Background: an optimization exercise with open tools, aiming at small area. Do not read the settings as production practice.
Function was not checked in any run shown here: the RTL went through the layout flow alone.

File: flow/run.sh
#!/bin/bash
# The standard layout, with the smallest buffer (buf_1) as the port buffer
# instead of the delay buffer buffer_ports picks on its own.  Every input and
# output still gets its own buffer.
set -euo pipefail
export BUFFER_PORTS_ARGS="-buffer_cell sky130_fd_sc_hd__buf_1"
bash standard.sh finish > standard_flow.log 2>&1
File: standard.sh
#!/bin/bash
# synth_recipe.tcl (not shown) runs the flow's synth.tcl, then flattens the netlist and writes it again
# the make line also repeats each setting of config.mk as NAME=value (left out here)
make -C /OpenROAD-flow-scripts/flow DESIGN_CONFIG=/design/flow/config.mk WORK_HOME=/design/flow/orfs CLKGATE_MAP_FILE= SYNTH_SCRIPT=/design/flow/synth_recipe.tcl "${@:-finish}"
File: config.mk
export PLATFORM = sky130hd
export DESIGN_NAME = overlay_top
export DESIGN_NICKNAME = overlay_top
export VERILOG_FILES = /design/flow/design.v
export SDC_FILE = /design/flow/constraint.sdc
export NUM_CORES = 4
export LEC_CHECK = 0
export CAP_MARGIN = 20
export CORE_MARGIN = 2
export CORE_UTILIZATION = 40
export CTS_BUF_LIST = sky130_fd_sc_hd__clkbuf_8
export CTS_CLUSTER_SIZE = 20
export SLEW_MARGIN = 20
export SYNTH_HIERARCHICAL = 1
File: constraint.sdc
create_clock -name core_clock -period 10.0 [get_ports {clk}]
set_input_delay 2.0000 -clock core_clock [delete_from_list [all_inputs] [get_ports {clk}]]
set_output_delay 2.0000 -clock core_clock [all_outputs]
set_load 0.01 [all_outputs]
File: design.v
package overlay_pkg;
    typedef logic [10-1:0] coord_t;
    typedef coord_t [12-1:0] region_coords_t;
    typedef logic [2*(10+1)-1:0] area_t;
    typedef logic [7-1:0] shade_t;
    typedef logic [12-1:0] region_mask_t;
endpackage
module box_snapshot (
    input  logic                        clk,
    input  logic                        reset,
    input  logic                        vsync_i,
    input  logic [12-1:0][10-1:0] min_x_i,
    input  logic [12-1:0][10-1:0] max_x_i,
    input  logic [12-1:0][10-1:0] min_y_i,
    input  logic [12-1:0][10-1:0] max_y_i,
    output logic [12-1:0][10-1:0] snap_min_x_o,
    output logic [12-1:0][10-1:0] snap_max_x_o,
    output logic [12-1:0][10-1:0] snap_min_y_o,
    output logic [12-1:0][10-1:0] snap_max_y_o,
    output logic                        take_snap_o,
    output logic                        loaded_o
);
    logic       vsync_meta;
    logic       vsync_sync;
    logic       vsync_prev;
    logic       vsync_end;
    logic       vsync_end_next;
    logic [2:0] event_cnt;
    logic [2:0] event_cnt_next;
    logic       take_snap;
    always_ff @(posedge clk or posedge reset) begin
        if (reset) begin
            vsync_meta <= 1'b0;
            vsync_sync <= 1'b0;
            vsync_prev <= 1'b0;
        end else begin
            vsync_meta <= vsync_i;
            vsync_sync <= vsync_meta;
            vsync_prev <= vsync_sync;
        end
    end
    assign vsync_end = vsync_prev & ~vsync_sync;
    always_comb begin
        if (take_snap) begin
            event_cnt_next = '0;
        end else if (vsync_end) begin
            event_cnt_next = event_cnt + 3'd1;
        end else begin
            event_cnt_next = event_cnt;
        end
    end
    always_ff @(posedge clk or posedge reset) begin
        if (reset) begin
            event_cnt <= '0;
        end else begin
            event_cnt <= event_cnt_next;
        end
    end
    assign vsync_end_next = vsync_sync & ~vsync_meta;
    always_ff @(posedge clk or posedge reset) begin
        if (reset) begin
            take_snap <= 1'b0;
            loaded_o  <= 1'b0;
        end else begin
            take_snap <= vsync_end_next && (event_cnt_next == 3'(5 - 1));
            if (take_snap) loaded_o <= 1'b1;
        end
    end
    assign take_snap_o = take_snap;
    always_ff @(posedge clk) begin
        if (take_snap) begin
            snap_min_x_o <= min_x_i;
            snap_max_x_o <= max_x_i;
            snap_min_y_o <= min_y_i;
            snap_max_y_o <= max_y_i;
        end
    end
endmodule
module box_area_filter (
    input  logic                        clk,
    input  logic                        reset,
    input  logic [12-1:0][10-1:0] min_x_i,
    input  logic [12-1:0][10-1:0] max_x_i,
    input  logic [12-1:0][10-1:0] min_y_i,
    input  logic [12-1:0][10-1:0] max_y_i,
    input  logic [12-1:0][10-1:0] snap_min_x_i,
    input  logic [12-1:0][10-1:0] snap_max_x_i,
    input  logic [12-1:0][10-1:0] snap_min_y_i,
    input  logic [12-1:0][10-1:0] snap_max_y_i,
    input  logic                        take_snap_i,
    input  logic                        loaded_i,
    input  logic [15-1:0]    area_thresh_i,
    output overlay_pkg::region_mask_t   region_valid_o
);
    localparam int H = 12 / 2;
    logic [16:0] unit_a [H];
    logic [16:0] hold_a [H];
    logic [16:0] hold_b [H];
    logic [14:0] thresh;
    logic [14:0] thresh_q;
    logic        loaded_q;
    logic [H-1:0] valid_a_d;
    logic [H-1:0] valid_a_q;
    logic [H-1:0] valid_b;
    for (genvar k = 0; k < H; k++) begin : g_unit
        box_area_unit u_unit (
            .sel    (take_snap_i),
            .a_x0   (min_x_i[k]),
            .a_x1   (max_x_i[k]),
            .a_y0   (min_y_i[k]),
            .a_y1   (max_y_i[k]),
            .b_x0   (snap_min_x_i[k+H]),
            .b_x1   (snap_max_x_i[k+H]),
            .b_y0   (snap_min_y_i[k+H]),
            .b_y1   (snap_max_y_i[k+H]),
            .is_box (unit_a[k][16]),
            .sat    (unit_a[k][15]),
            .low    (unit_a[k][14:0])
        );
    end
    always_ff @(posedge clk) begin
        for (int k = 0; k < H; k++) begin
            if (take_snap_i) begin
                hold_a[k] <= unit_a[k];
            end else begin
                hold_b[k] <= unit_a[k];
            end
        end
        thresh_q <= thresh;
    end
    assign thresh = (area_thresh_i != '0) ? area_thresh_i : 15'(16);
    function automatic logic ge15(input logic [14:0] a, input logic [14:0] b);
        logic ge;
        ge = 1'b1;
        for (int i = 0; i < 15; i++) begin
            ge = (a[i] ^ b[i]) ? a[i] : ge;
        end
        ge15 = ge;
    endfunction
    always_comb begin
        for (int k = 0; k < H; k++) begin
            valid_a_d[k] = loaded_i & hold_a[k][16] & (hold_a[k][15] | ge15(hold_a[k][14:0], thresh));
            valid_b[k]   = loaded_q & hold_b[k][16] & (hold_b[k][15] | ge15(hold_b[k][14:0], thresh_q));
        end
    end
    always_ff @(posedge clk or posedge reset) begin
        if (reset) begin
            valid_a_q <= '0;
            loaded_q  <= 1'b0;
        end else begin
            valid_a_q <= valid_a_d;
            loaded_q  <= loaded_i;
        end
    end
    assign region_valid_o = {valid_b, valid_a_q};
endmodule
module box_area_unit (
    input  logic        sel,
    input  logic [9:0]  a_x0, a_x1, a_y0, a_y1,
    input  logic [9:0]  b_x0, b_x1, b_y0, b_y1,
    output logic        is_box,
    output logic        sat,
    output logic [14:0] low
);
    logic [9:0] x0, x1, y0, y1;
    logic big;
    assign x0 = sel ? a_x0 : b_x0;
    assign x1 = sel ? a_x1 : b_x1;
    assign y0 = sel ? a_y0 : b_y0;
    assign y1 = sel ? a_y1 : b_y1;
    logic [16:0] p;
    logic [9:0] dx, dy, hx, hy;
    logic [9:0] nb1;
    logic [9:0] nb38;
    logic n2, n3, n4, n5, n6, n7, n8, n9, n10, n11, n12, n13, n14, n15, n16, n17;
    logic n18, n19, n20, n21, n22, n23, n24, n25, n26, n27, n28, n29, n30, n31, n32, n33;
    logic n34, n35, n36, n37, n39, n40, n41, n42, n43, n44, n45, n46, n47, n48, n49, n50;
    logic n51, n52, n53, n54, n55, n56, n57, n58, n59, n60, n61, n62, n63, n64, n65, n66;
    logic n67, n68, n69, n70, n71, n72, n73, n74, n168, n169, n170, n171, n172, n173, n174, n175;
    logic n176, n177, n178, n179, n180, n181, n182, n183, n184, n185, n186, n187, n188, n189, n190, n191;
    logic n192, n193, n194, n195, n196, n197, n198, n199, n200, n201, n202, n203, n204, n205, n206, n207;
    logic n208, n209, n210, n211, n212, n213, n214, n215, n216, n217, n218, n219, n220, n221, n222, n223;
    logic n224, n225, n226, n227, n228, n229, n230, n231, n232, n233, n234, n235, n236, n237, n238, n239;
    logic n240, n241, n242, n243, n244, n245, n246, n247, n248, n249, n250, n251, n252, n253, n254, n255;
    logic n256, n257, n258, n259, n260, n261, n262, n263, n264, n265, n266, n267, n268, n269, n270, n271;
    logic n272, n273, n274, n275, n276, n277, n278, n279, n280, n281, n282, n283, n284, n285, n286, n287;
    logic n288, n289, n290, n291, n292, n293, n294, n295, n296, n297, n298, n299, n300, n301, n302, n303;
    logic n304, n305, n306, n307, n308, n309, n310, n311, n312, n313, n314, n315, n316, n317, n318, n319;
    logic n320, n321, n322, n323, n324, n325, n326, n327, n328, n329, n330, n331, n332, n333, n334, n335;
    logic n336, n337, n338, n339, n340, n341, n342, n343, n344, n345, n346, n347, n348, n349, n350, n351;
    logic n352, n353, n354, n355, n356, n357, n358, n359, n360, n361, n362, p75, p76, p77, p78, p79;
    logic p80, p81, p82, p83, p84, p85, p86, p87, p88, p89, p90, p91, p92, p93, p94, p95;
    logic p96, p97, p98, p99, p100, p101, p102, p103, p104, p105, p106, p107, p108, p109, p110, p111;
    logic p112, p113, p114, p115, p116, p117, p118, p119, p120, p121, p122, p123, p124, p125, p126, p127;
    logic p128, p129, p130, p131, p132, p133, p134, p135, p136, p137, p138, p139, p140, p141, p142, p143;
    logic p144, p145, p146, p147, p148, p149, p150, p151, p152, p153, p154, p155, p156, p157, p158, p159;
    logic p160, p161, p162, p163, p164, p165, p166, p167;
    assign nb1 = ~x0;
    ovl_fa u_n2 (.a(x1[0]), .b(nb1[0]), .c(1'b1), .s(n2), .co(n3));
    ovl_fa u_n4 (.a(x1[1]), .b(nb1[1]), .c(n3), .s(n4), .co(n5));
    ovl_fa u_n6 (.a(x1[2]), .b(nb1[2]), .c(n5), .s(n6), .co(n7));
    ovl_fa u_n8 (.a(x1[3]), .b(nb1[3]), .c(n7), .s(n8), .co(n9));
    ovl_fa u_n10 (.a(x1[4]), .b(nb1[4]), .c(n9), .s(n10), .co(n11));
    ovl_fa u_n12 (.a(x1[5]), .b(nb1[5]), .c(1'b0), .s(n12), .co(n13));
    ovl_fa u_n14 (.a(x1[6]), .b(nb1[6]), .c(n13), .s(n14), .co(n15));
    ovl_fa u_n16 (.a(x1[7]), .b(nb1[7]), .c(n15), .s(n16), .co(n17));
    ovl_fa u_n18 (.a(x1[8]), .b(nb1[8]), .c(n17), .s(n18), .co(n19));
    ovl_fa u_n20 (.a(x1[9]), .b(nb1[9]), .c(n19), .s(n20), .co(n21));
    ovl_fa u_n22 (.a(x1[5]), .b(nb1[5]), .c(1'b1), .s(n22), .co(n23));
    ovl_fa u_n24 (.a(x1[6]), .b(nb1[6]), .c(n23), .s(n24), .co(n25));
    ovl_fa u_n26 (.a(x1[7]), .b(nb1[7]), .c(n25), .s(n26), .co(n27));
    ovl_fa u_n28 (.a(x1[8]), .b(nb1[8]), .c(n27), .s(n28), .co(n29));
    ovl_fa u_n30 (.a(x1[9]), .b(nb1[9]), .c(n29), .s(n30), .co(n31));
    assign n32 = n11 ? n22 : n12;
    assign n33 = n11 ? n24 : n14;
    assign n34 = n11 ? n26 : n16;
    assign n35 = n11 ? n28 : n18;
    assign n36 = n11 ? n30 : n20;
    assign n37 = n11 ? n31 : n21;
    assign nb38 = ~y0;
    ovl_fa u_n39 (.a(y1[0]), .b(nb38[0]), .c(1'b1), .s(n39), .co(n40));
    ovl_fa u_n41 (.a(y1[1]), .b(nb38[1]), .c(n40), .s(n41), .co(n42));
    ovl_fa u_n43 (.a(y1[2]), .b(nb38[2]), .c(n42), .s(n43), .co(n44));
    ovl_fa u_n45 (.a(y1[3]), .b(nb38[3]), .c(n44), .s(n45), .co(n46));
    ovl_fa u_n47 (.a(y1[4]), .b(nb38[4]), .c(n46), .s(n47), .co(n48));
    ovl_fa u_n49 (.a(y1[5]), .b(nb38[5]), .c(1'b0), .s(n49), .co(n50));
    ovl_fa u_n51 (.a(y1[6]), .b(nb38[6]), .c(n50), .s(n51), .co(n52));
    ovl_fa u_n53 (.a(y1[7]), .b(nb38[7]), .c(n52), .s(n53), .co(n54));
    ovl_fa u_n55 (.a(y1[8]), .b(nb38[8]), .c(n54), .s(n55), .co(n56));
    ovl_fa u_n57 (.a(y1[9]), .b(nb38[9]), .c(n56), .s(n57), .co(n58));
    ovl_fa u_n59 (.a(y1[5]), .b(nb38[5]), .c(1'b1), .s(n59), .co(n60));
    ovl_fa u_n61 (.a(y1[6]), .b(nb38[6]), .c(n60), .s(n61), .co(n62));
    ovl_fa u_n63 (.a(y1[7]), .b(nb38[7]), .c(n62), .s(n63), .co(n64));
    ovl_fa u_n65 (.a(y1[8]), .b(nb38[8]), .c(n64), .s(n65), .co(n66));
    ovl_fa u_n67 (.a(y1[9]), .b(nb38[9]), .c(n66), .s(n67), .co(n68));
    assign n69 = n48 ? n59 : n49;
    assign n70 = n48 ? n61 : n51;
    assign n71 = n48 ? n63 : n53;
    assign n72 = n48 ? n65 : n55;
    assign n73 = n48 ? n67 : n57;
    assign n74 = n48 ? n68 : n58;
    assign p75 = n4 & n41;
    assign p76 = n4 & n43;
    assign p77 = n4 & n45;
    assign p78 = n4 & n47;
    assign p79 = n4 & n69;
    assign p80 = n4 & n70;
    assign p81 = n4 & n71;
    assign p82 = n4 & n72;
    assign p83 = n4 & n73;
    assign p84 = n6 & n41;
    assign p85 = n6 & n43;
    assign p86 = n6 & n45;
    assign p87 = n6 & n47;
    assign p88 = n6 & n69;
    assign p89 = n6 & n70;
    assign p90 = n6 & n71;
    assign p91 = n6 & n72;
    assign p92 = n6 & n73;
    assign p93 = n8 & n41;
    assign p94 = n8 & n43;
    assign p95 = n8 & n45;
    assign p96 = n8 & n47;
    assign p97 = n8 & n69;
    assign p98 = n8 & n70;
    assign p99 = n8 & n71;
    assign p100 = n8 & n72;
    assign p101 = n8 & n73;
    assign p102 = n10 & n41;
    assign p103 = n10 & n43;
    assign p104 = n10 & n45;
    assign p105 = n10 & n47;
    assign p106 = n10 & n69;
    assign p107 = n10 & n70;
    assign p108 = n10 & n71;
    assign p109 = n10 & n72;
    assign p110 = n10 & n73;
    assign p111 = n32 & n41;
    assign p112 = n32 & n43;
    assign p113 = n32 & n45;
    assign p114 = n32 & n47;
    assign p115 = n32 & n69;
    assign p116 = n32 & n70;
    assign p117 = n32 & n71;
    assign p118 = n32 & n72;
    assign p119 = n32 & n73;
    assign p120 = n33 & n41;
    assign p121 = n33 & n43;
    assign p122 = n33 & n45;
    assign p123 = n33 & n47;
    assign p124 = n33 & n69;
    assign p125 = n33 & n70;
    assign p126 = n33 & n71;
    assign p127 = n33 & n72;
    assign p128 = n34 & n41;
    assign p129 = n34 & n43;
    assign p130 = n34 & n45;
    assign p131 = n34 & n47;
    assign p132 = n34 & n69;
    assign p133 = n34 & n70;
    assign p134 = n34 & n71;
    assign p135 = n35 & n41;
    assign p136 = n35 & n43;
    assign p137 = n35 & n45;
    assign p138 = n35 & n47;
    assign p139 = n35 & n69;
    assign p140 = n35 & n70;
    assign p141 = n36 & n41;
    assign p142 = n36 & n43;
    assign p143 = n36 & n45;
    assign p144 = n36 & n47;
    assign p145 = n36 & n69;
    assign p146 = n39 ? n2 : n4;
    assign p147 = n39 ? n4 : n6;
    assign p148 = n39 ? n6 : n8;
    assign p149 = n39 ? n8 : n10;
    assign p150 = n39 ? n10 : n32;
    assign p151 = n39 ? n32 : n33;
    assign p152 = n39 ? n33 : n34;
    assign p153 = n39 ? n34 : n35;
    assign p154 = n39 ? n35 : n36;
    assign p155 = n39 & n36;
    assign p156 = ~n2 & n41;
    assign p157 = n2 ? n41 : n43;
    assign p158 = n2 ? n43 : n45;
    assign p159 = n2 ? n45 : n47;
    assign p160 = n2 ? n47 : n69;
    assign p161 = n2 ? n69 : n70;
    assign p162 = n2 ? n70 : n71;
    assign p163 = n2 ? n71 : n72;
    assign p164 = n2 ? n72 : n73;
    assign p165 = n2 & n73;
    assign p166 = ~(n2 | n39);
    assign p167 = n2 | n39;
    ovl_ha u_n168 (.a(p106), .b(p114), .s(n168), .co(n169));
    ovl_fa u_n170 (.a(p107), .b(p115), .c(p123), .s(n170), .co(n171));
    ovl_ha u_n172 (.a(p130), .b(p136), .s(n172), .co(n173));
    ovl_ha u_n174 (.a(p100), .b(p108), .s(n174), .co(n175));
    ovl_ha u_n176 (.a(p95), .b(p103), .s(n176), .co(n177));
    ovl_fa u_n178 (.a(p104), .b(p96), .c(p112), .s(n178), .co(n179));
    ovl_ha u_n180 (.a(p120), .b(p80), .s(n180), .co(n181));
    ovl_fa u_n182 (.a(p105), .b(p113), .c(p121), .s(n182), .co(n183));
    ovl_fa u_n184 (.a(p128), .b(p81), .c(p89), .s(n184), .co(n185));
    ovl_ha u_n186 (.a(p97), .b(p153), .s(n186), .co(n187));
    ovl_fa u_n188 (.a(p122), .b(p129), .c(p135), .s(n188), .co(n189));
    ovl_fa u_n190 (.a(p82), .b(p90), .c(p98), .s(n190), .co(n191));
    ovl_fa u_n192 (.a(p154), .b(p164), .c(n168), .s(n192), .co(n193));
    ovl_fa u_n194 (.a(p91), .b(p99), .c(p141), .s(n194), .co(n195));
    ovl_fa u_n196 (.a(p83), .b(p155), .c(p165), .s(n196), .co(n197));
    ovl_fa u_n198 (.a(n169), .b(n172), .c(n170), .s(n198), .co(n199));
    ovl_fa u_n200 (.a(p116), .b(p124), .c(p131), .s(n200), .co(n201));
    ovl_fa u_n202 (.a(p137), .b(p142), .c(p92), .s(n202), .co(n203));
    ovl_fa u_n204 (.a(n173), .b(n174), .c(n171), .s(n204), .co(n205));
    ovl_fa u_n206 (.a(p109), .b(p117), .c(p125), .s(n206), .co(n207));
    ovl_fa u_n208 (.a(p132), .b(p138), .c(p101), .s(n208), .co(n209));
    ovl_ha u_n210 (.a(p143), .b(n175), .s(n210), .co(n211));
    ovl_fa u_n212 (.a(p118), .b(p126), .c(p133), .s(n212), .co(n213));
    ovl_ha u_n214 (.a(p139), .b(p110), .s(n214), .co(n215));
    ovl_ha u_n216 (.a(p127), .b(p134), .s(n216), .co(n217));
    ovl_ha u_n218 (.a(p85), .b(p77), .s(n218), .co(n219));
    ovl_fa u_n220 (.a(p86), .b(p94), .c(p102), .s(n220), .co(n221));
    ovl_ha u_n222 (.a(p78), .b(p150), .s(n222), .co(n223));
    ovl_fa u_n224 (.a(p87), .b(p111), .c(p79), .s(n224), .co(n225));
    ovl_fa u_n226 (.a(n176), .b(p151), .c(p161), .s(n226), .co(n227));
    ovl_fa u_n228 (.a(n177), .b(p88), .c(p152), .s(n228), .co(n229));
    ovl_fa u_n230 (.a(p162), .b(n180), .c(n178), .s(n230), .co(n231));
    ovl_fa u_n232 (.a(p163), .b(n181), .c(n186), .s(n232), .co(n233));
    ovl_fa u_n234 (.a(n179), .b(n182), .c(n184), .s(n234), .co(n235));
    ovl_fa u_n236 (.a(n187), .b(n183), .c(n185), .s(n236), .co(n237));
    ovl_fa u_n238 (.a(n188), .b(n190), .c(n192), .s(n238), .co(n239));
    ovl_fa u_n240 (.a(n189), .b(n191), .c(n194), .s(n240), .co(n241));
    ovl_fa u_n242 (.a(n196), .b(n193), .c(n198), .s(n242), .co(n243));
    ovl_fa u_n244 (.a(n195), .b(n200), .c(n202), .s(n244), .co(n245));
    ovl_fa u_n246 (.a(n197), .b(n199), .c(n204), .s(n246), .co(n247));
    ovl_fa u_n248 (.a(n201), .b(n203), .c(n206), .s(n248), .co(n249));
    ovl_fa u_n250 (.a(n210), .b(n208), .c(n205), .s(n250), .co(n251));
    ovl_fa u_n252 (.a(p144), .b(n214), .c(n207), .s(n252), .co(n253));
    ovl_fa u_n254 (.a(n211), .b(n209), .c(n212), .s(n254), .co(n255));
    ovl_fa u_n256 (.a(p140), .b(p119), .c(p145), .s(n256), .co(n257));
    ovl_fa u_n258 (.a(n216), .b(n215), .c(n213), .s(n258), .co(n259));
    ovl_ha u_n260 (.a(p76), .b(p84), .s(n260), .co(n261));
    ovl_fa u_n262 (.a(p93), .b(n218), .c(p149), .s(n262), .co(n263));
    ovl_fa u_n264 (.a(n219), .b(p160), .c(n220), .s(n264), .co(n265));
    ovl_fa u_n266 (.a(n221), .b(n223), .c(n224), .s(n266), .co(n267));
    ovl_fa u_n268 (.a(n225), .b(n227), .c(n228), .s(n268), .co(n269));
    ovl_fa u_n270 (.a(n229), .b(n232), .c(n231), .s(n270), .co(n271));
    ovl_fa u_n272 (.a(n233), .b(n235), .c(n236), .s(n272), .co(n273));
    ovl_fa u_n274 (.a(n237), .b(n240), .c(n239), .s(n274), .co(n275));
    ovl_fa u_n276 (.a(n241), .b(n244), .c(n243), .s(n276), .co(n277));
    ovl_fa u_n278 (.a(n245), .b(n248), .c(n247), .s(n278), .co(n279));
    ovl_fa u_n280 (.a(n249), .b(n252), .c(n254), .s(n280), .co(n281));
    ovl_fa u_n282 (.a(n256), .b(n253), .c(n255), .s(n282), .co(n283));
    ovl_ha u_n284 (.a(n217), .b(n257), .s(n284), .co(n285));
    ovl_ha u_n286 (.a(p167), .b(p146), .s(n286), .co(n287));
    ovl_fa u_n288 (.a(p75), .b(p147), .c(p157), .s(n288), .co(n289));
    ovl_fa u_n290 (.a(n260), .b(p148), .c(p158), .s(n290), .co(n291));
    ovl_fa u_n292 (.a(n261), .b(p159), .c(n262), .s(n292), .co(n293));
    ovl_fa u_n294 (.a(n263), .b(n222), .c(n264), .s(n294), .co(n295));
    ovl_fa u_n296 (.a(n226), .b(n265), .c(n266), .s(n296), .co(n297));
    ovl_fa u_n298 (.a(n267), .b(n230), .c(n268), .s(n298), .co(n299));
    ovl_fa u_n300 (.a(n234), .b(n269), .c(n270), .s(n300), .co(n301));
    ovl_fa u_n302 (.a(n238), .b(n271), .c(n272), .s(n302), .co(n303));
    ovl_fa u_n304 (.a(n273), .b(n242), .c(n274), .s(n304), .co(n305));
    ovl_fa u_n306 (.a(n246), .b(n275), .c(n276), .s(n306), .co(n307));
    ovl_fa u_n308 (.a(n250), .b(n278), .c(n277), .s(n308), .co(n309));
    ovl_fa u_n310 (.a(n251), .b(n280), .c(n279), .s(n310), .co(n311));
    ovl_fa u_n312 (.a(n258), .b(n281), .c(n282), .s(n312), .co(n313));
    ovl_fa u_n314 (.a(n284), .b(n259), .c(n283), .s(n314), .co(n315));
    ovl_ha u_n316 (.a(p156), .b(n286), .s(n316), .co(n317));
    ovl_fa u_n318 (.a(n287), .b(n288), .c(n317), .s(n318), .co(n319));
    ovl_fa u_n320 (.a(n289), .b(n290), .c(n319), .s(n320), .co(n321));
    ovl_fa u_n322 (.a(n291), .b(n292), .c(n321), .s(n322), .co(n323));
    ovl_fa u_n324 (.a(n293), .b(n294), .c(n323), .s(n324), .co(n325));
    ovl_fa u_n326 (.a(n295), .b(n296), .c(n325), .s(n326), .co(n327));
    ovl_fa u_n328 (.a(n297), .b(n298), .c(n327), .s(n328), .co(n329));
    ovl_fa u_n330 (.a(n299), .b(n300), .c(n329), .s(n330), .co(n331));
    ovl_fa u_n332 (.a(n301), .b(n302), .c(n331), .s(n332), .co(n333));
    ovl_fa u_n334 (.a(n303), .b(n304), .c(n333), .s(n334), .co(n335));
    ovl_fa u_n336 (.a(n305), .b(n306), .c(n335), .s(n336), .co(n337));
    ovl_fa u_n338 (.a(n307), .b(n308), .c(1'b0), .s(n338), .co(n339));
    ovl_fa u_n340 (.a(n309), .b(n310), .c(n339), .s(n340), .co(n341));
    ovl_fa u_n342 (.a(n312), .b(n311), .c(n341), .s(n342), .co(n343));
    ovl_fa u_n344 (.a(n314), .b(n313), .c(n343), .s(n344), .co(n345));
    ovl_fa u_n346 (.a(n285), .b(n315), .c(n345), .s(n346), .co(n347));
    ovl_fa u_n348 (.a(n307), .b(n308), .c(1'b1), .s(n348), .co(n349));
    ovl_fa u_n350 (.a(n309), .b(n310), .c(n349), .s(n350), .co(n351));
    ovl_fa u_n352 (.a(n312), .b(n311), .c(n351), .s(n352), .co(n353));
    ovl_fa u_n354 (.a(n314), .b(n313), .c(n353), .s(n354), .co(n355));
    ovl_fa u_n356 (.a(n285), .b(n315), .c(n355), .s(n356), .co(n357));
    assign n358 = n337 ? n348 : n338;
    assign n359 = n337 ? n350 : n340;
    assign n360 = n337 ? n352 : n342;
    assign n361 = n337 ? n354 : n344;
    assign n362 = n337 ? n356 : n346;
    assign dx = {n36, n35, n34, n33, n32, n10, n8, n6, n4, n2};
    assign dy = {n73, n72, n71, n70, n69, n47, n45, n43, n41, n39};
    assign p = {n362, n361, n360, n359, n358, n336, n334, n332, n330, n328, n326, n324, n322, n320, n318, n316, p166};
    assign hx[9] = dx[9];
    assign hy[9] = dy[9];
    assign hx[8] = hx[9] | dx[8];
    assign hy[8] = hy[9] | dy[8];
    assign hx[7] = hx[8] | dx[7];
    assign hy[7] = hy[8] | dy[7];
    assign hx[6] = hx[7] | dx[6];
    assign hy[6] = hy[7] | dy[6];
    assign hx[5] = hx[6] | dx[5];
    assign hy[5] = hy[6] | dy[5];
    assign hx[4] = hx[5] | dx[4];
    assign hy[4] = hy[5] | dy[4];
    assign hx[3] = hx[4] | dx[3];
    assign hy[3] = hy[4] | dy[3];
    assign hx[2] = hx[3] | dx[2];
    assign hy[2] = hy[3] | dy[2];
    assign hx[1] = hx[2] | dx[1];
    assign hy[1] = hy[2] | dy[1];
    assign hx[0] = hx[1] | dx[0];
    assign hy[0] = hy[1] | dy[0];
    assign big = (hx[6] & hy[9]) | (hx[7] & hy[8]) | (hx[8] & hy[7]) | (hx[9] & hy[6]);
    assign is_box = n37 & n74 & (x0 != 10'd641) & (y0 != 10'd641);
    assign sat = big | p[16] | p[15];
    assign low = p[14:0];
endmodule
module ovl_fa (input logic a, b, c, output logic s, co);
    assign s  = a ^ b ^ c;
    assign co = (a & b) | (a & c) | (b & c);
endmodule
module ovl_ha (input logic a, b, output logic s, co);
    assign s  = a ^ b;
    assign co = a & b;
endmodule
module box_outline (
    input  logic                        clk,
    input  logic                        reset,
    input  overlay_pkg::coord_t         draw_x_i,
    input  overlay_pkg::coord_t         draw_y_i,
    input  logic [12-1:0][10-1:0] snap_min_x_i,
    input  logic [12-1:0][10-1:0] snap_max_x_i,
    input  logic [12-1:0][10-1:0] snap_min_y_i,
    input  logic [12-1:0][10-1:0] snap_max_y_i,
    input  overlay_pkg::region_mask_t   region_valid_i,
    output logic                        outline_hit_o
);
    function automatic logic [1:0] cmp(input logic [9:0] a, input logic [9:0] b);
        logic ge, eq, p;
        ge = 1'b1;
        eq = 1'b1;
        for (int i = 0; i < 10; i++) begin
            p  = ~(a[i] ^ b[i]);
            ge = p ? ge : a[i];
            eq = eq & p;
        end
        cmp = {ge, eq};
    endfunction
    logic [1:0] cx0 [12];
    logic [1:0] cx1 [12];
    logic [1:0] cy0 [12];
    logic [1:0] cy1 [12];
    overlay_pkg::region_mask_t region_hit;
    always_comb begin
        for (int r = 0; r < 12; r++) begin
            cx0[r] = cmp(draw_x_i, snap_min_x_i[r]);
            cx1[r] = cmp(snap_max_x_i[r], draw_x_i);
            cy0[r] = cmp(draw_y_i, snap_min_y_i[r]);
            cy1[r] = cmp(snap_max_y_i[r], draw_y_i);
            region_hit[r] = region_valid_i[r] &
                (((cy0[r][0] | cy1[r][0]) & cx0[r][1] & cx1[r][1]) |
                 ((cx0[r][0] | cx1[r][0]) & cy0[r][1] & cy1[r][1]));
        end
    end
    always_ff @(posedge clk or posedge reset) begin
        if (reset) begin
            outline_hit_o <= 1'b0;
        end else begin
            outline_hit_o <= |region_hit;
        end
    end
endmodule
module pixel_shade (
    input  logic                 clk,
    input  logic                 reset,
    input  logic [8-1:0] pixel_i,
    input  overlay_pkg::shade_t  brightness_i,
    input  logic                 outline_hit_i,
    input  logic                 highlight_i,
    output overlay_pkg::shade_t  red_o,
    output overlay_pkg::shade_t  green_o,
    output overlay_pkg::shade_t  blue_o
);
    logic [2*7-1:0] product;
    overlay_pkg::shade_t       gray_q;
    overlay_pkg::shade_t       gray_out_q;
    logic                      red_q;
    assign product = pixel_i[8-1 -: 7] * brightness_i;
    always_ff @(posedge clk or posedge reset) begin
        if (reset) begin
            gray_q     <= '0;
            gray_out_q <= '0;
            red_q      <= 1'b0;
        end else begin
            gray_q     <= product[2*7-1 -: 7];
            gray_out_q <= gray_q;
            red_q      <= outline_hit_i & highlight_i;
        end
    end
    assign red_o   = gray_out_q | {7{red_q}};
    assign green_o = gray_out_q & {7{~red_q}};
    assign blue_o  = green_o;
endmodule
module overlay_top (
    input  logic                        clk,
    input  logic                        reset,
    input  logic                        vsync_i,
    input  logic [12-1:0][10-1:0] region_min_x_i,
    input  logic [12-1:0][10-1:0] region_max_x_i,
    input  logic [12-1:0][10-1:0] region_min_y_i,
    input  logic [12-1:0][10-1:0] region_max_y_i,
    input  overlay_pkg::coord_t         draw_x_i,
    input  overlay_pkg::coord_t         draw_y_i,
    input  logic [8-1:0]       pixel_i,
    input  overlay_pkg::shade_t         brightness_i,
    input  logic [15-1:0]    area_thresh_i,
    input  logic                        highlight_i,
    output overlay_pkg::shade_t         red_o,
    output overlay_pkg::shade_t         green_o,
    output overlay_pkg::shade_t         blue_o
);
    logic [12-1:0][10-1:0] snap_min_x;
    logic [12-1:0][10-1:0] snap_max_x;
    logic [12-1:0][10-1:0] snap_min_y;
    logic [12-1:0][10-1:0] snap_max_y;
    logic                        take_snap;
    logic                        loaded;
    overlay_pkg::region_mask_t   region_valid;
    logic                        outline_hit;
    box_snapshot u_box_snapshot (
        .clk          (clk),
        .reset        (reset),
        .vsync_i      (vsync_i),
        .min_x_i      (region_min_x_i),
        .max_x_i      (region_max_x_i),
        .min_y_i      (region_min_y_i),
        .max_y_i      (region_max_y_i),
        .snap_min_x_o (snap_min_x),
        .snap_max_x_o (snap_max_x),
        .snap_min_y_o (snap_min_y),
        .snap_max_y_o (snap_max_y),
        .take_snap_o  (take_snap),
        .loaded_o     (loaded)
    );
    box_area_filter u_box_area_filter (
        .clk            (clk),
        .reset          (reset),
        .min_x_i        (region_min_x_i),
        .max_x_i        (region_max_x_i),
        .min_y_i        (region_min_y_i),
        .max_y_i        (region_max_y_i),
        .snap_min_x_i   (snap_min_x),
        .snap_max_x_i   (snap_max_x),
        .snap_min_y_i   (snap_min_y),
        .snap_max_y_i   (snap_max_y),
        .take_snap_i    (take_snap),
        .loaded_i       (loaded),
        .area_thresh_i  (area_thresh_i),
        .region_valid_o (region_valid)
    );
    box_outline u_box_outline (
        .clk            (clk),
        .reset          (reset),
        .draw_x_i       (draw_x_i),
        .draw_y_i       (draw_y_i),
        .snap_min_x_i   (snap_min_x),
        .snap_max_x_i   (snap_max_x),
        .snap_min_y_i   (snap_min_y),
        .snap_max_y_i   (snap_max_y),
        .region_valid_i (region_valid),
        .outline_hit_o  (outline_hit)
    );
    pixel_shade u_pixel_shade (
        .clk           (clk),
        .reset         (reset),
        .pixel_i       (pixel_i),
        .brightness_i  (brightness_i),
        .outline_hit_i (outline_hit),
        .highlight_i   (highlight_i),
        .red_o         (red_o),
        .green_o       (green_o),
        .blue_o        (blue_o)
    );
endmodule
==> results.cfg, run 1 <==
[detailed_routing]
ant_nets = 0
wl_per_cell_um = 28.0
wl_um = 218000
drc = 0
first_pass_iters = 10
vias_per_cell = 5.77
vias = 45006
drt_first_iter_violations = 4394

[clock_tree]
cts_root_buffer = clkbuf_8
path_clk_slew_ns = 0.07
cts_made_buffers = 134
ctsHoldBuffers = 0
cts.sinks = 730
post-cts-setup-buffer-count = 0
cts_tree = yes
cts_resized = 0
clk_path_buf_depth = 3
clk_latency_ns = 0.89
htreeDepth = 4

[floorplanning]
row_count = 143
fp.dieW_um = 395
ioPinCount = 555
die-area_um2 = 156000
initial_core_util = 0.403
dieHeight_um = 395
core_um2 = 152000

[sta]
rsz0062_at_grt = no
worst_pin_slew_ns = 1.20
hold_violations = 0
tns_ns = 0
finalClockSkew_ns = 0.0710
fin_crit_ns = 9.26
timing.slew.headroom = 0.186
fmax_ghz = 0.108
setup_viol = 0
final_max_slew_viol_count = 0
timing.final.crit_share = 0.926

[place]
dpl.hpwl_um = 173000
gp_congestion = 0.991
portBuffers = 553

[worst_setup_path]
critPathMaxFanout = 44
setup.worst_path.start_class = flip-flop
r2r_start = u_box_snapshot.take_snap
rrSetupSlack_ns = 0.74
path_class = flip-flop to flip-flop
critPathLaunch = u_box_snapshot.take_snap
endpoint = u_box_area_filter.hold_b[1][15]
cp_data_required_time_ns = 10.54
ff2ff_path_depth = 22
r2r-end = u_box_area_filter.hold_b[1][15]
end_kind = flip-flop
worstPathArrival_ns = 9.80

[grt]
grt_util_met2 = 0.437
grt_pass1_vias = 46638
antenna_found_initial = 45
grtUsageMet1 = 0.364
grt_overflow = 0
use_met3 = 0.0658
grt_max_degree = 69
grt.total_usage = 0.279
grt_pass1_wl_um = 315000
gr-max-usage-layer = met2

[cells_and_area]
layout.nets = 7044
final_util = 0.454
drive_above_1_share = 0.165
syn_to_final_growth_pct = 12.8

[synthesis]
yosysWarnings = 19
syn_area_um2 = 61200
synthArstFlopShare = 0.0425
synth_area_per_cell_um2 = 12.1
syn_inst = 5064
synthDistinctLibCells = 103
synth-seq-cells = 730
yosys_most_used_dff = edfxtp_1
synth-edff-count = 684
yosysSeqAreaShare = 0.353

[hold_path]
hp-class = flip-flop to flip-flop

[run]
drv_cap = 0

[outcome]
outcome = finished clean
-- layout by cell type (no fill, tap or decap), types with 76 or more instances in the layout --
cell type  Yosys  layout
a21oi_1      115     115
and2_1       124     118
buf_1         21     535
buf_4        107     204
clkbuf_8       0     136
edfxtp_1     684     684
fa_1         683     497
fa_2           0     186
ha_1         169     169
inv_1        262     284
maj3_1       131     131
mux2_2       168     155
mux2i_1      206     206
nand2_1      162     162
nand2b_1     122     122
nor2_1       296     295
nor2b_1      327     327
o21ai_0       82      76
xnor2_1       83      83
xor2_1        91      91
-- flip-flops by register name, summed over array words and instances (netlist names) --
register / flops
u_box_area_filter.thresh_q: 15
u_box_snapshot.vsync_prev: 1
u_pixel_shade.red_q: 1
u_pixel_shade.gray_q: 7
u_box_snapshot.snap_max_x_o: 120
u_box_snapshot.snap_min_x_o: 120
u_box_snapshot.vsync_sync: 1
u_box_area_filter.valid_a_q: 6
u_box_area_filter.loaded_q: 1
u_pixel_shade.gray_out_q: 7
u_box_area_filter.hold_a: 102
u_box_snapshot.vsync_meta: 1
u_box_snapshot.loaded_o: 1
u_box_area_filter.hold_b: 102
u_box_snapshot.event_cnt: 3
u_box_outline.outline_hit_o: 1
u_box_snapshot.snap_min_y_o: 120
u_box_snapshot.take_snap: 1
u_box_snapshot.snap_max_y_o: 120
-- modules after synthesis, one instance, submodules excluded, excerpt --
module | area (um2) | cells
pixel_shade | 1990 | 193
box_outline | 10800 | 1623
ovl_fa | 20.0 | 1
box_snapshot | 14700 | 501
box_area_filter | 9560 | 695
ovl_ha | 12.5 | 1
box_area_unit | 1620 | 217
-- layout make-up --
type                       count  area (um2)
timing repair buffer         767        3830
clock inverter               102         748
sequential                   730       21600
inverter                     276        1040
fill                       13918       82900
clock buffer                 136        1870
antenna                       15        37.5
multi-input combinational   3749       37300
tap                         2030        2540
-- critical path, stage by stage, from the launching register on --
cell and delay (ns):
dfrtp_4 0.84, buf_12 0.37, buf_4 0.30, mux2_2 0.40, fa_2 0.41, fa_2 0.35, fa_2 0.35, fa_2 0.45
mux2i_1 0.43, nor2_1 0.14, fa_1 0.54, fa_2 0.46, fa_2 0.37, fa_2 0.35, fa_1 0.54, fa_2 0.38
fa_2 0.35, fa_2 0.35, fa_2 0.35, fa_1 0.44, nor2_1 0.12, a21oi_1 0.07, or4_1 0.58
-- metrics by stage --
step | worst slack, ns | std cells | hold slack, ns | cell area (um2)
after floorplan | -2.42 | 5100 | 0.331 | 62100
after global placement | 0.0394 | 7552 | 0.332 | 66300
after detailed placement | -0.0328 | 7552 | 0.335 | 66300
after CTS | 0.768 | 7790 | 0.352 | 68900
after global routing | 0.534 | 7798 | 0.363 | 69000
final | 0.738 | 7805 | 0.349 | 69000
-- cell usage after synthesis (27+ instances only) --
cell type    n  area, um2
nand3_1     42        210
a21oi_1    115        576
xor2_1      91        797
buf_2       86        430
a31oi_1     31        194
nor2b_1    327       2050
mux2i_1    206       2060
buf_4      107        803
or2_2       31        194
nand2_1    162        608
maj3_1     131       1310
o21ai_0     82        410
maj3_2      27        304
o221ai_1    43        377
edfxtp_1   684      20500
a22oi_1     56        420
mux2_2     168       1890
nor2_1     296       1110
mux2i_4     30        676
o22ai_1     61        382
nand4_1     41        257
clkbuf_1   115        432
nor3_1      63        315
xnor2_1     83        727
and2_1     124        776
nor4_1      69        432
nand2b_1   122        763
inv_1      262        983
o2111ai_1   32        280
ha_1       169       2110
dfrtp_1     31        776
fa_1       683      13700
-- cells by family after synthesis --
family | share of synthesized area
mux | 0.0770
compound gates | 0.0851
xor+xnor | 0.0249
flops | 0.353
fa+ha+maj | 0.285
buf+inv | 0.0484
other cells | 0.000736
simple gates | 0.126
-- metal layers --
layer	part of all wire	wire, um
met5	0.00042	92
met4	0.052	11400
met3	0.088	19300
met2	0.45	99300
met1	0.40	88100
-- worst min path at each step --
stage	from	end	slack (ns)	cells after the start
floorplan	u_pixel_shade.gray_q[0]	u_pixel_shade.gray_out_q[0]	0.33	0
global placement	u_pixel_shade.gray_q[0]	u_pixel_shade.gray_out_q[0]	0.33	0
detailed placement	u_pixel_shade.gray_q[1]	u_pixel_shade.gray_out_q[1]	0.33	0
CTS	u_pixel_shade.gray_q[2]	u_pixel_shade.gray_out_q[2]	0.35	0
global route	u_pixel_shade.gray_q[2]	u_pixel_shade.gray_out_q[2]	0.36	0
finish	u_pixel_shade.gray_q[2]	u_pixel_shade.gray_out_q[2]	0.35	0
==> run 2, diff against run 1 <==
==> flow/run.sh (replaced) <==
#!/bin/bash
# The standard layout with two changes:
#  - the smallest buffer (buf_1) as the port buffer instead of the delay buffer
#    buffer_ports picks on its own; every input and output still gets its own
#    buffer;
#  - at floorplan, the buffers from synthesis are removed instead of running a
#    timing repair on the unplaced netlist (REMOVE_ABC_BUFFERS), which upsizes
#    hundreds of cells against wire-less timing; placement and CTS repair the
#    real timing later.
set -euo pipefail
export BUFFER_PORTS_ARGS="-buffer_cell sky130_fd_sc_hd__buf_1"
export REMOVE_ABC_BUFFERS=1
bash standard.sh finish > standard_flow.log 2>&1
==> run 2 against run 1 <==
Effect of this change: die area did not move; clock-buffer cell count is 3 higher; final area is 0.40% higher; largest cell class unchanged; clock skew barely moved; first-iteration DRC count down 9.0%; critical path depth did not move; core utilization increased by 0.18 points; hold slack got worse by 0.023 ns; highest routed layer unchanged.
==> results.cfg, run 2 <==
[worst_setup_path]
critPathLaunch = region_max_y_i[20]
worstPathArrival_ns = 10.30
setup.worst_path.start_class = input pin
critPathMaxFanout = 4
end_kind = flip-flop
ff2ff_path_depth = 22
cp_data_required_time_ns = 10.57
r2r_start = u_box_snapshot.take_snap
path_class = input pin to flip-flop

[run]
drv_cap = 0

[floorplanning]
die-area_um2 = 156000
ioPinCount = 555
initial_core_util = 0.403
fp.dieW_um = 395
row_count = 143
core_um2 = 152000
dieHeight_um = 395

[clock_tree]
cts.sinks = 730
path_clk_slew_ns = 0.06
cts_resized = 0
post-cts-setup-buffer-count = 0
ctsHoldBuffers = 0
cts_root_buffer = clkbuf_8
cts_tree = yes
clk_path_buf_depth = 3
clk_latency_ns = 0.92
htreeDepth = 4
cts_made_buffers = 135

[cells_and_area]
design_area_um2 = 69300
layout_common_cells = edfxtp_1 (684), fa_1 (683), buf_1 (534)
final_util = 0.456
syn_to_final_growth_pct = 13.2
nFillCells = 13961
drive_above_1_share = 0.144
multi_input_comb_area_um2 = 36800
layout.nets = 7144
final_common_cell = edfxtp_1
seq_area_um2 = 21600

[hold_path]
min_path_cells = 0
hp-class = flip-flop to flip-flop
hp-start = u_pixel_shade.gray_q[2]

[synthesis]
synthArstFlopShare = 0.0425
yosysWarnings = 19
synth.most_common_cell = edfxtp_1
synthDistinctLibCells = 103
netlist.area_leader.share = 0.336
yosys_most_used_dff = edfxtp_1
yosysSeqAreaShare = 0.353
synth_area_per_cell_um2 = 12.1
syn_area_um2 = 61200
synth-edff-count = 684
yosysTopAreaCell = edfxtp_1
synth_top_cells_by_area = edfxtp_1 (34%), fa_1 (22%), ha_1 (3.5%)
synth_common_cells = edfxtp_1 (684), fa_1 (683), nor2b_1 (327)
synth-seq-cells = 730
syn_inst = 5064

[sta]
worst_pin_slew_ns = 1.13
finalClockSkew_ns = 0.0715
setup_viol = 0
timing.final.crit_share = 0.973
hold_violations = 0
setup_ws_ns = 0.265
fin_crit_ns = 9.73
fmax_ghz = 0.103
final_max_slew_viol_count = 0
rsz0062_at_grt = no
holdWs_ns = 0.326
timing.slew.headroom = 0.242

[place]
dp_worst_setup_slack_ns = -0.567
dpl.hpwl_um = 164000
dpl_cell_area_um2 = 66600
gp_congestion = 0.956
portBuffers = 553

[grt]
grt_max_degree = 68
grt_pass1_vias = 46166
antenna_found_initial = 35
grt_overflow = 0
grt_pass1_wl_um = 304000
grt.total_usage = 0.267

[detailed_routing]
wl_per_cell_um = 26.6
vias = 44661
drt_first_iter_violations = 4000
wl_um = 211000
drc = 0
ant_nets = 0
vias_per_cell = 5.65
first_pass_iters = 8

[outcome]
outcome = finished clean
==> run 2: worst paths after layout <==
path                                                   end  slack (ns)
max in group asynchronous   u_box_area_filter.valid_a_q[1]        8.22
min in group asynchronous      u_box_outline.outline_hit_o        1.08
hold / removal                 u_pixel_shade.gray_out_q[2]        0.33
setup reg to reg           u_box_area_filter.hold_a[2][15]        0.34
hold reg to reg                u_pixel_shade.gray_out_q[2]        0.33
setup / recovery           u_box_area_filter.hold_a[2][15]        0.27
==> run 2: metrics by stage <==
stage / std cells / TNS, ns
2_1_floorplan: 4755 / -
3_3_place_gp: 7650 / -4.98
3_5_place_dp: 7651 / -6.65
4_1_cts: 7890 / 0
5_1_grt: 7899 / 0
6_report: 7905 / 0
==> run 2: area by class of cell <==
cell class	instances	area share
Sequential cell	730	0.312
Clock buffer	139	0.0276
Tap cell	2030	0.0367
Timing Repair Buffer	866	0.0669
Clock inverter	100	0.0105
Multi-Input combinational cell	3749	0.531
Inverter	276	0.0150
Antenna cell	15	0.000542
==> run 2: cells by family (layout without fill, tap and decap cells) <==
logic type,after synthesis,after routing,synth area share
simple gates,1397,1397,0.126
xor+xnor,174,174,0.0249
fa+ha+maj,1010,1010,0.285
other cells,12,63,0.000736
buf+inv,621,1381,0.0484
mux,410,410,0.0770
flops,730,730,0.353
compound gates,710,710,0.0851
==> run 2: modules after synthesis (local to each module, per instance), excerpt <==
| module | cell area [um2] | cells |
|---|---|---|
| pixel_shade | 1990 | 193 |
| box_snapshot | 14700 | 501 |
| ovl_ha | 12.5 | 1 |
| box_area_filter | 9560 | 695 |
| ovl_fa | 20.0 | 1 |
| box_outline | 10800 | 1623 |
| box_area_unit | 1620 | 217 |
==> run 2: worst max-delay path, cell delays in order <==
cell	delay [ns]
buf_1	0.13
mux2_2	0.32
fa_1	0.45
fa_1	0.41
fa_1	0.40
fa_1	0.40
fa_1	0.50
mux2i_1	0.30
nor2_1	0.11
fa_1	0.51
fa_1	0.40
fa_1	0.46
fa_1	0.47
fa_1	0.53
fa_1	0.43
fa_1	0.39
fa_1	0.40
fa_1	0.40
fa_1	0.44
nor3_1	0.19
a21oi_1	0.06
or4_1	0.59
==> run 2: per-layer routing <==
metal  track usage  wire length, um  vias to the layer above
li1              -                -                    19430
met1         0.345            85300                    22669
met2         0.421            96300                     2012
met3        0.0583            16800                      518
met4         0.139            11900                       32
met5             0              210                        -
==> run 3, diff against run 2 <==
--- a/design.v
+++ b/design.v
@@ -528,3 +528,3 @@
 );
-    logic [2*7-1:0] product;
+    overlay_pkg::shade_t       gray_d;
     overlay_pkg::shade_t       gray_q;
@@ -532,3 +532,7 @@
     logic                      red_q;
-    assign product = pixel_i[8-1 -: 7] * brightness_i;
+    gray_mul u_gray_mul (
+        .a (pixel_i[8-1 -: 7]),
+        .b (brightness_i),
+        .p (gray_d)
+    );
     always_ff @(posedge clk or posedge reset) begin
@@ -539,3 +543,3 @@
         end else begin
-            gray_q     <= product[2*7-1 -: 7];
+            gray_q     <= gray_d;
             gray_out_q <= gray_q;
@@ -548,2 +552,109 @@
 endmodule
+module gray_mul (
+    input  logic [6:0] a,
+    input  logic [6:0] b,
+    output logic [6:0] p
+);
+    logic g1, g2, g3, g4, g5, g6, g7, g8, g9, g10, g11, g12, g13, g14, g15, g16;
+    logic g17, g18, g19, g20, g21, g22, g23, g24, g25, g26, g27, g28, g29, g30, g31, g32;
+    logic g33, g34, g35, g36, g37, g38, g39, g40, g41, g42, g43, g44, g45, g46, g47, g48;
+    logic g49, g50, g51, g52, g53, g54, g55, g56, g57, g58, g59, g60, g61, g62, g63, g64;
+    logic g65, g66, g67, g68, g69, g70, g71, g72, g73, g74, g75, g76, g77, g78, g79, g80;
+    logic g81, g82, g83, g84, g85, g86, g87, g88, g89, g90, g91, g92, g93, g94, g95, g96;
+    logic g97, g98, g99, g100, g101, g102, g103, g104, g105, g106, g107, g108, g109, g110, g111, g112;
+    logic g113, g114, g115, g116, g117, g118, g119, g120, g121, g122, g123, g124, g125, g126, g127, g128;
+    logic g129, g130, g131, g132, g133;
+    assign g1 = a[0] & b[0];
+    assign g2 = a[0] & b[1];
+    assign g3 = a[0] & b[2];
+    assign g4 = a[0] & b[3];
+    assign g5 = a[0] & b[4];
+    assign g6 = a[0] & b[5];
+    assign g7 = a[0] & b[6];
+    assign g8 = a[1] & b[0];
+    assign g9 = a[1] & b[1];
+    assign g10 = a[1] & b[2];
+    assign g11 = a[1] & b[3];
+    assign g12 = a[1] & b[4];
+    assign g13 = a[1] & b[5];
+    assign g14 = a[1] & b[6];
+    assign g15 = a[2] & b[0];
+    assign g16 = a[2] & b[1];
+    assign g17 = a[2] & b[2];
+    assign g18 = a[2] & b[3];
+    assign g19 = a[2] & b[4];
+    assign g20 = a[2] & b[5];
+    assign g21 = a[2] & b[6];
+    assign g22 = a[3] & b[0];
+    assign g23 = a[3] & b[1];
+    assign g24 = a[3] & b[2];
+    assign g25 = a[3] & b[3];
+    assign g26 = a[3] & b[4];
+    assign g27 = a[3] & b[5];
+    assign g28 = a[3] & b[6];
+    assign g29 = a[4] & b[0];
+    assign g30 = a[4] & b[1];
+    assign g31 = a[4] & b[2];
+    assign g32 = a[4] & b[3];
+    assign g33 = a[4] & b[4];
+    assign g34 = a[4] & b[5];
+    assign g35 = a[4] & b[6];
+    assign g36 = a[5] & b[0];
+    assign g37 = a[5] & b[1];
+    assign g38 = a[5] & b[2];
+    assign g39 = a[5] & b[3];
+    assign g40 = a[5] & b[4];
+    assign g41 = a[5] & b[5];
+    assign g42 = a[5] & b[6];
+    assign g43 = a[6] & b[0];
+    assign g44 = a[6] & b[1];
+    assign g45 = a[6] & b[2];
+    assign g46 = a[6] & b[3];
+    assign g47 = a[6] & b[4];
+    assign g48 = a[6] & b[5];
+    assign g49 = a[6] & b[6];
+    ovl_ha u_g50 (.a(g7), .b(g13), .s(g50), .co(g51));
+    ovl_ha u_g52 (.a(g14), .b(g20), .s(g52), .co(g53));
+    ovl_ha u_g54 (.a(g5), .b(g11), .s(g54), .co(g55));
+    ovl_fa u_g56 (.a(g6), .b(g12), .c(g18), .s(g56), .co(g57));
+    ovl_ha u_g58 (.a(g24), .b(g30), .s(g58), .co(g59));
+    ovl_fa u_g60 (.a(g50), .b(g19), .c(g25), .s(g60), .co(g61));
+    ovl_fa u_g62 (.a(g31), .b(g37), .c(g43), .s(g62), .co(g63));
+    ovl_fa u_g64 (.a(g51), .b(g52), .c(g26), .s(g64), .co(g65));
+    ovl_fa u_g66 (.a(g32), .b(g38), .c(g44), .s(g66), .co(g67));
+    ovl_fa u_g68 (.a(g53), .b(g21), .c(g27), .s(g68), .co(g69));
+    ovl_fa u_g70 (.a(g33), .b(g39), .c(g45), .s(g70), .co(g71));
+    ovl_fa u_g72 (.a(g28), .b(g34), .c(g40), .s(g72), .co(g73));
+    ovl_ha u_g74 (.a(g4), .b(g10), .s(g74), .co(g75));
+    ovl_fa u_g76 (.a(g54), .b(g17), .c(g23), .s(g76), .co(g77));
+    ovl_fa u_g78 (.a(g55), .b(g56), .c(g58), .s(g78), .co(g79));
+    ovl_fa u_g80 (.a(g57), .b(g59), .c(g60), .s(g80), .co(g81));
+    ovl_fa u_g82 (.a(g61), .b(g63), .c(g64), .s(g82), .co(g83));
+    ovl_fa u_g84 (.a(g65), .b(g67), .c(g68), .s(g84), .co(g85));
+    ovl_fa u_g86 (.a(g69), .b(g71), .c(g72), .s(g86), .co(g87));
+    ovl_fa u_g88 (.a(g73), .b(g35), .c(g41), .s(g88), .co(g89));
+    ovl_ha u_g90 (.a(g3), .b(g9), .s(g90), .co(g91));
+    ovl_fa u_g92 (.a(g74), .b(g16), .c(g22), .s(g92), .co(g93));
+    ovl_fa u_g94 (.a(g75), .b(g76), .c(g29), .s(g94), .co(g95));
+    ovl_fa u_g96 (.a(g77), .b(g78), .c(g36), .s(g96), .co(g97));
+    ovl_fa u_g98 (.a(g79), .b(g80), .c(g62), .s(g98), .co(g99));
+    ovl_fa u_g100 (.a(g81), .b(g82), .c(g66), .s(g100), .co(g101));
+    ovl_fa u_g102 (.a(g83), .b(g84), .c(g70), .s(g102), .co(g103));
+    ovl_fa u_g104 (.a(g85), .b(g86), .c(g46), .s(g104), .co(g105));
+    ovl_fa u_g106 (.a(g87), .b(g88), .c(g47), .s(g106), .co(g107));
+    ovl_fa u_g108 (.a(g89), .b(g42), .c(g48), .s(g108), .co(g109));
+    ovl_ha u_g110 (.a(g2), .b(g8), .s(g110), .co(g111));
+    ovl_fa u_g112 (.a(g90), .b(g15), .c(g111), .s(g112), .co(g113));
+    ovl_fa u_g114 (.a(g91), .b(g92), .c(g113), .s(g114), .co(g115));
+    ovl_fa u_g116 (.a(g93), .b(g94), .c(g115), .s(g116), .co(g117));
+    ovl_fa u_g118 (.a(g95), .b(g96), .c(g117), .s(g118), .co(g119));
+    ovl_fa u_g120 (.a(g97), .b(g98), .c(g119), .s(g120), .co(g121));
+    ovl_fa u_g122 (.a(g99), .b(g100), .c(g121), .s(g122), .co(g123));
+    ovl_fa u_g124 (.a(g101), .b(g102), .c(g123), .s(g124), .co(g125));
+    ovl_fa u_g126 (.a(g103), .b(g104), .c(g125), .s(g126), .co(g127));
+    ovl_fa u_g128 (.a(g105), .b(g106), .c(g127), .s(g128), .co(g129));
+    ovl_fa u_g130 (.a(g107), .b(g108), .c(g129), .s(g130), .co(g131));
+    ovl_fa u_g132 (.a(g109), .b(g49), .c(g131), .s(g132), .co(g133));
+    assign p = {g133, g132, g130, g128, g126, g124, g122};
+endmodule
 module overlay_top (
--- a/config.mk
+++ b/config.mk
@@ -10,4 +10,5 @@
 export CORE_UTILIZATION = 40
-export CTS_BUF_LIST = sky130_fd_sc_hd__clkbuf_8
-export CTS_CLUSTER_SIZE = 20
+export CTS_BUF_LIST = sky130_fd_sc_hd__clkbuf_16
+export CTS_CLUSTER_DIAMETER = 100
+export CTS_CLUSTER_SIZE = 30
 export SLEW_MARGIN = 20
==> run 3 against run 2 <==
Effect of this change: synthesized cell count is 1.1% lower; area after synthesis is 0.51% lower; flip-flop and latch count stayed put; non-clock buffer count is 8 lower; critical path depth stayed put; highest routed layer unchanged; still clean on timing, DRC and antenna; register-to-register slack better by 0.04 ns; sequential share of layout area is 0.66 points higher; final cell count is 3.0% lower.
==> results.cfg, run 3 <==
[place]
gp_congestion = 0.957
dp_worst_setup_slack_ns = -0.600
dpl.hpwl_um = 164000
portBuffers = 553

[sta]
worst_pin_slew_ns = 1.15
setup_viol = 0
final_max_slew_viol_count = 0
timing.slew.headroom = 0.228
hold_violations = 0
setup_ws_ns = 0.131
timing.final.crit_share = 0.987
fin_crit_ns = 9.87
tns_ns = 0
fmax_ghz = 0.101
finalClockSkew_ns = 0.0726

[synthesis]
synth-edff-count = 684
synthArstFlopShare = 0.0425
yosysTopAreaCell = edfxtp_1
synth.most_common_cell = fa_1
synth-seq-cells = 730
synth_area_per_cell_um2 = 12.2
netlist.area_leader.share = 0.338
synth_top_cells_by_area = edfxtp_1 (34%), fa_1 (23%), mux2i_1 (3.4%)
syn_area_um2 = 60900
synthDistinctLibCells = 100
syn_inst = 5007
yosysWarnings = 19
yosysSeqAreaShare = 0.355
synth_common_cells = fa_1 (695), edfxtp_1 (684), nor2b_1 (323)
yosys_most_used_dff = edfxtp_1

[clock_tree]
cts_tree = yes
clk_latency_ns = 0.69
path_clk_slew_ns = 0.10
cts_root_buffer = clkbuf_16
cts.sinks = 730
clk_path_buf_depth = 3
htreeDepth = 2
cts_made_buffers = 42
ctsHoldBuffers = 0

[floorplanning]
core_um2 = 152000
initial_core_util = 0.402
dieHeight_um = 394
ioPinCount = 555
row_count = 143
die-area_um2 = 155000
fp.dieW_um = 394

[worst_setup_path]
rrSetupSlack_ns = 0.38
critPathMaxFanout = 3
path_class = input pin to flip-flop
cp_data_required_time_ns = 10.37
end_kind = flip-flop
worstPathArrival_ns = 10.24
path_cells = buf_1 -> mux2_2 -> fa_1 -> fa_1 -> fa_1 -> fa_1 -> fa_2 -> mux2i_2 -> nor2_1 -> fa_1 -> fa_1 -> fa_1 -> fa_1 -> fa_2 -> fa_1 -> fa_1 -> fa_1 -> fa_1 -> fa_1 -> nor3_1 -> a21oi_1 -> or4_1
cp_slowest_stage_delay_ns = 0.60
critPathSlowestCell = or4_1
setup.worst_path.start_class = input pin
cp_common_cell = fa_1

[grt]
antenna_found_initial = 41
grt_max_degree = 65
grt_pass1_vias = 45158
grt.total_usage = 0.265
grt_pass1_wl_um = 302000
grt_overflow = 0

[detailed_routing]
vias_per_cell = 5.70
drc = 0
drt_first_iter_violations = 4096
vias = 43710
ant_nets = 0
first_pass_iters = 7
wl_um = 209000
wl_per_cell_um = 27.2

[cells_and_area]
nFillCells = 13961
drive_above_1_share = 0.128
syn_to_final_growth_pct = 11.5
layout_common_cells = fa_1 (688), edfxtp_1 (684), buf_1 (534)
layout.nets = 6968
final_common_cell = fa_1

[hold_path]
hp-class = flip-flop to flip-flop

[outcome]
outcome = finished clean

[run]
drv_cap = 0
==> run 3: what timing repair did <==
action	4_1_cts	5_1_grt
endpoints found under the setup margin	0	10
endpoints found under the hold margin	0	0
setup buffers	0	0
gates resized for setup	0	17
==> run 3: stage by stage <==
stage	utilization	hold slack (ns)	instance area [um2]	instances
finish	0.448	0.354	67800	7671
global route	0.448	0.368	67800	7668
detailed placement	0.436	0.335	66100	7579
floorplan	-	0.331	59000	4691
CTS	0.447	0.357	67700	7655
global placement	0.436	0.334	66100	7579
==> run 3: path summary, 6_finish.rpt <==
path | start | to | cells after the start
worst max-delay path | region_max_x_i[0] | u_box_area_filter.hold_a[0][15] | 22
worst min-delay path | u_pixel_shade.gray_q[2] | u_pixel_shade.gray_out_q[2] | 0
worst max register to register | u_box_snapshot.take_snap | u_box_area_filter.hold_b[4][15] | 23
worst min register to register | u_pixel_shade.gray_q[2] | u_pixel_shade.gray_out_q[2] | 0
max in group asynchronous | reset | u_box_area_filter.valid_a_q[0] | 2
min in group asynchronous | reset | u_box_outline.outline_hit_o | 2
==> run 3: kinds of logic after synthesis <==
group / count (synthesis) / synth area share
flops: 730 / 0.355
xor+xnor: 168 / 0.0242
simple gates: 1388 / 0.126
compound gates: 692 / 0.0828
buf+inv: 608 / 0.0484
other cells: 12 / 0.000740
fa+ha+maj: 999 / 0.285
mux: 410 / 0.0774
==> run 3: cell type report <==
class                      count  area, um2  share of cell area
antenna                       16       40.0            0.000590
clock buffer                  42       1050              0.0155
clock inverter                34        533             0.00786
inverter                     256        963              0.0142
multi-input combinational   3705      36500               0.538
sequential                   730      21600               0.319
tap                         2030       2540              0.0374
timing repair buffer         858       4570              0.0673
==> run 3: Yosys stat by module, one instance, submodules excluded, excerpt <==
module	cells inside	copies in the design	flip-flops and latches
box_snapshot	501	1	488
box_outline	1623	1	1
box_area_filter	695	1	226
box_area_unit	217	6	0
pixel_shade	39	1	15
gray_mul	55	1	0
ovl_fa	1	695	0
ovl_ha	1	97	0
==> run 3: routing by layer <==
metal	track usage	wire (um)
met1	0.350	84700
met2	0.420	95900
met3	0.0420	15000
met4	0.144	12900
met5	0	161
==> run 3: critical path, delay by kind of cell <==
| kind | cells | cell delay, ns |
|---|---|---|
| and+or+nand+nor | 3 | 0.90 |
| buffers and inverters | 1 | 0.14 |
| adders and majority gates | 15 | 6.44 |
| muxes | 2 | 0.68 |
| AOI/OAI and AO/OA | 1 | 0.06 |

[port drivers added, routing unchanged]
The flow's constraints put no driver on any port. The routed layouts listed below were extracted and timed again, unchanged, in two steps.
Step 1 sets driving cells, clkbuf_16 on the clock port and buf_2 on the other inputs (assumed; they add their load-dependent delay and slew).
Step 2 moves the port delays by t, midway between the first and last clock arrival at a register: inputs arrive t later, outputs are due t later. That takes back most of the time a late clock gives input paths.
a / b / c = no drivers / after step 1 / after step 2; a / b = the first two.
run | shift t [ns] | setup WS [ns] | worst setup path after step 2 | clock arrival spread, ns | worst slew at a driven data input, ns
run 1 | 0.938 | 0.738 / 0.738 / -0.090 | input to register | 0.078 / 0.078 | 0.24
run 2 | 0.946 | 0.265 / 0.316 / -0.630 | input to register | 0.090 / 0.090 | 0.22
run 3 | 0.729 | 0.131 / 0.183 / -0.546 | input to register | 0.077 / 0.076 | 0.20
With both steps, setup timing fails in every run listed, where it was met with ideal ports. The setup slack of run 2, which loses most, moves by +0.051 ns with the drivers and by -0.895 ns with both steps.
